Context: an optimization exercise on an open-source flow, tuned for small area, a short achievable clock period and few clock cycles. The choices shown serve that exercise and are no tape-out recipe. Where RTL was checked, it was by simulation tests only, not by an equivalence proof against the original.

Design stroke_dab_interpolator_top, start of the top module:
module stroke_dab_interpolator_top
#(
  parameter int MAX_DABS = 16
) (
  input  logic                     clk_i,
  input  logic                     rst_ni,
  input  logic                     psel,
  input  logic                     penable,
  input  logic                     pwrite,
  input  logic [ADDR_W-1:0]        paddr,
  input  logic [DATA_W-1:0]        pwdata,
  output logic [DATA_W-1:0]        prdata,
  output logic                     pready,
  input  logic                     in_valid_i,
  output logic                     in_ready_o,
  input  logic                     has_previous_i,
  input  logic signed [POS_W-1:0]  start_x_i,
  input  logic signed [POS_W-1:0]  start_y_i,
  input  logic [PRS_W-1:0]         start_pressure_i,
  input  logic signed [POS_W-1:0]  end_x_i,
  input  logic signed [POS_W-1:0]  end_y_i,
  input  logic [PRS_W-1:0]         end_pressure_i,
  output logic                     out_valid_o,
  input  logic                     out_ready_i,
  output logic signed [POS_W-1:0]  dab_x_o,
  output logic signed [POS_W-1:0]  dab_y_o,
  output logic [PRS_W-1:0]         dab_pressure_o,
  output logic [SIZE_W-1:0]        dab_radius_o,
  output logic                     last_o
);
==> flow/config.mk <==
export PLATFORM = sky130hd
export DESIGN_NAME = stroke_dab_interpolator_top
export DESIGN_NICKNAME = stroke_dab_interpolator_top
export VERILOG_FILES = /design/flow/design.v
export SDC_FILE = /design/flow/constraint.sdc
export NUM_CORES = 4
export LEC_CHECK = 0
export ABC_AREA = 1
export CAP_MARGIN = 20
export CORE_MARGIN = 2
export CORE_UTILIZATION = 40
export SLEW_MARGIN = 20
==> flow/constraint.sdc <==
create_clock -name core_clock -period 15.0 [get_ports {clk_i}]
set_input_delay 3.0000 -clock core_clock [delete_from_list [all_inputs] [get_ports {clk_i}]]
set_output_delay 3.0000 -clock core_clock [all_outputs]
set_load 0.01 [all_outputs]
standard.sh (not shown) runs the stock make flow with config.mk's settings and CLKGATE_MAP_FILE= SYNTH_SCRIPT=/design/flow/synth_recipe.tcl, a recipe that flattens the netlist after the stock synthesis.
==> flow/flow/run.sh <==
#!/bin/bash
# Standard layout (the standard.sh: the standard synthesis and ORFS flow, unchanged),
# with repair_timing asked for setup slack margin against the design's clock so that the
# resizer keeps working on the critical paths. Make's output goes to standard.log.
set -euo pipefail
bash standard.sh SETUP_SLACK_MARGIN=8.6 TNS_END_PERCENT=100 finish > standard.log 2>&1
Testbench counts at the start, summed over its fixed seeds: cycles 5,173.
==> next run, changes <==
ABC_AREA = unset   (was 1)
=> The changed run completed without violations. Clock-buffer cell count decreases by 1. Core utilization increases by 0.24 points. Design area increases by a few percent. Synthesized cell count decreases by about a fifth. Clock skew decreases by 21 ps. Area after synthesis increases by a few percent. Routed wire length decreases by a few percent.


## build 3
stroke_dab_interpolator_top, a different RTL version from the one above (not shown whole).
For scale: ~4600 cells after synthesis, roughly 460 flip-flops, about 290 I/O pins.
==> flow/config.mk <==
export PLATFORM = sky130hd
export DESIGN_NAME = stroke_dab_interpolator_top
export DESIGN_NICKNAME = stroke_dab_interpolator_top
export VERILOG_FILES = /design/flow/design.v
export SDC_FILE = /design/flow/constraint.sdc
export NUM_CORES = 4
export LEC_CHECK = 0
export CAP_MARGIN = 20
export CORE_MARGIN = 2
export CORE_UTILIZATION = 55
export PLACE_DENSITY = 0.8
export SLEW_MARGIN = 20
==> flow/constraint.sdc <==
create_clock -name core_clock -period 15.0 [get_ports {clk_i}]
set_input_delay 3.0000 -clock core_clock [delete_from_list [all_inputs] [get_ports {clk_i}]]
set_output_delay 3.0000 -clock core_clock [all_outputs]
set_load 0.01 [all_outputs]
Scripts as last shown in full above: flow/flow/run.sh
Testbench counts of build 3, summed over its fixed seeds: cycles 5,173.
## Diff of input files: build 26 against build 3
-- flow/config.mk --
<<< build 3, line 10
export CORE_UTILIZATION = 55
export PLACE_DENSITY = 0.8
>>> build 26, line 10
export CORE_UTILIZATION = 40
--- outcome ---
Build 26 ended up with a higher number of placed instances, taps included than build 3 did. Maximum clock skew at final layout in build 26 is 0.015 ns higher than in build 3. Diff build 3..build 26 | worst hold slack | negligible. Build 26 completed; timing, DRC and antenna clean. As far as area taken by multi-input logic gates is concerned, build 26 and build 3 perform about the same. Delta (build 26 minus build 3): final instance area rose by 1.9%; final number of max-transition violations did not really move; pin count of the biggest net entering global routing went down 16; relative area of clock buffers and inverters in the final design went up.
Input-level comparison between build 31 and build 26:
-- flow/config.mk --
<<< build 26, line 11
>>> build 31, line 11
export PLACE_DENSITY = 0.8
Build 31 went all the way through synthesis, placement and routing and the layout is clean on timing, DRC and antenna.
For sequential share of layout area, build 26 and build 31 come out practically identical.
On area fraction of clock buffers and clock inverters: build 31 sits below build 26.
Build 31 ended up with met5 as its highest metal layer used by the detailed router; build 26 ended up with met4.
Build 31 against build 26; number of gates given a new drive strength after cts is up by a few percent.
There was hardly any difference in critical path's largest stage delay between build 31 and build 26.
Diff build 26 -> build 31: fraction of area in multi-input gates grew by 0.42 points.


v6:
stroke_dab_interpolator_top, a different RTL version from the one above (not shown whole).
Size in the first run: roughly 5300 cells after synthesis, ~290 I/O pins, ~46000 µm² of cells after synthesis.
==> flow/config.mk <==
export PLATFORM = sky130hd
export DESIGN_NAME = stroke_dab_interpolator_top
export DESIGN_NICKNAME = stroke_dab_interpolator_top
export VERILOG_FILES = /design/flow/design.v
export SDC_FILE = /design/flow/constraint.sdc
export NUM_CORES = 4
export LEC_CHECK = 0
export CAP_MARGIN = 20
export CORE_MARGIN = 2
export CORE_UTILIZATION = 40
export SETUP_SLACK_MARGIN = 5
export SLEW_MARGIN = 20
==> flow/constraint.sdc <==
create_clock -name core_clock -period 15.0 [get_ports {clk_i}]
set_input_delay 3.0000 -clock core_clock [delete_from_list [all_inputs] [get_ports {clk_i}]]
set_output_delay 3.0000 -clock core_clock [all_outputs]
set_load 0.01 [all_outputs]
run.sh (not shown) runs the stock make flow with config.mk's settings and CLKGATE_MAP_FILE= SYNTH_SCRIPT=/design/flow/synth_recipe.tcl, a recipe that flattens the netlist after the stock synthesis.
Stock flow here: none of the scripts above is used.
Having completed the whole flow, v6 delivered a layout that passed the timing, DRC and antenna checks.
Input changes introduced in v7 (baseline for comparison: v6):
- setting ABC_CLOCK_PERIOD_IN_PS to 5000 for the first time
- v7 closes out successfully: all stages finished, all timing, DRC and antenna checks passed.
- v7 and v6 ended up with roughly the same register-to-register setup slack.
- As far as number of antenna violations at the first check in global routing goes, v6 and v7 are indistinguishable; the numbers are identical.
- Via count came out exactly the same in v6 and v7.
- Status: required time of the critical path parity (v7, v6)
- v7 -> v6: sequential share of layout area delta 0, exact match
- Between v6 and v7, the difference in post-CTS setup-driven buffer insertion count is negligible.
- Reported for v6 and v7, peak clock frequency supported by timing turned out identical to the last digit.
No run of this note included a check of the RTL's function; only the layout flow was run.

[what the ideal ports hide]
How much do the figures lean on ideal ports? The routed layouts below were timed once more, with nothing changed but the port constraints. Step 1 sets driving cells, clkbuf_16 on the clock port and buf_2 on the other inputs (assumed; they add their load-dependent delay and slew). Step 2 times the ports against the registers' clock, not the clock port: input delays grow and output delays shrink by t, the midpoint of the rising clock arrivals with the driver on. Three values: no drivers, after step 1, after step 2; two values: the first two.
run	t (ns)	setup slack, ns	worst setup path after step 2	slew at the worst register clock pin (ns)	worst slew at a driven data input, ns
the first run of note 1	0.714	8.565 / 8.517 / 8.093	input to register	0.07 / 0.07	0.06
the second run of note 1	0.714	8.486 / 8.484 / 7.775	input to register	0.07 / 0.07	0.11
build 3	0.673	8.591 / 8.519 / 7.991	input to register	0.07 / 0.07	0.11
build 26	0.729	8.575 / 8.509 / 7.982	input to register	0.07 / 0.07	0.12
build 31	0.708	8.568 / 8.493 / 8.038	input to register	0.07 / 0.07	0.15
v6	0.735	5.467 / 5.467 / 5.467	register to register	0.07 / 0.07	0.07
v7	0.735	5.467 / 5.467 / 5.467	register to register	0.07 / 0.07	0.07
After both steps every run listed still meets setup and hold. For the second run of note 1, which loses most, drivers alone change the setup slack by -0.002 ns; drivers and shift together by -0.711 ns.
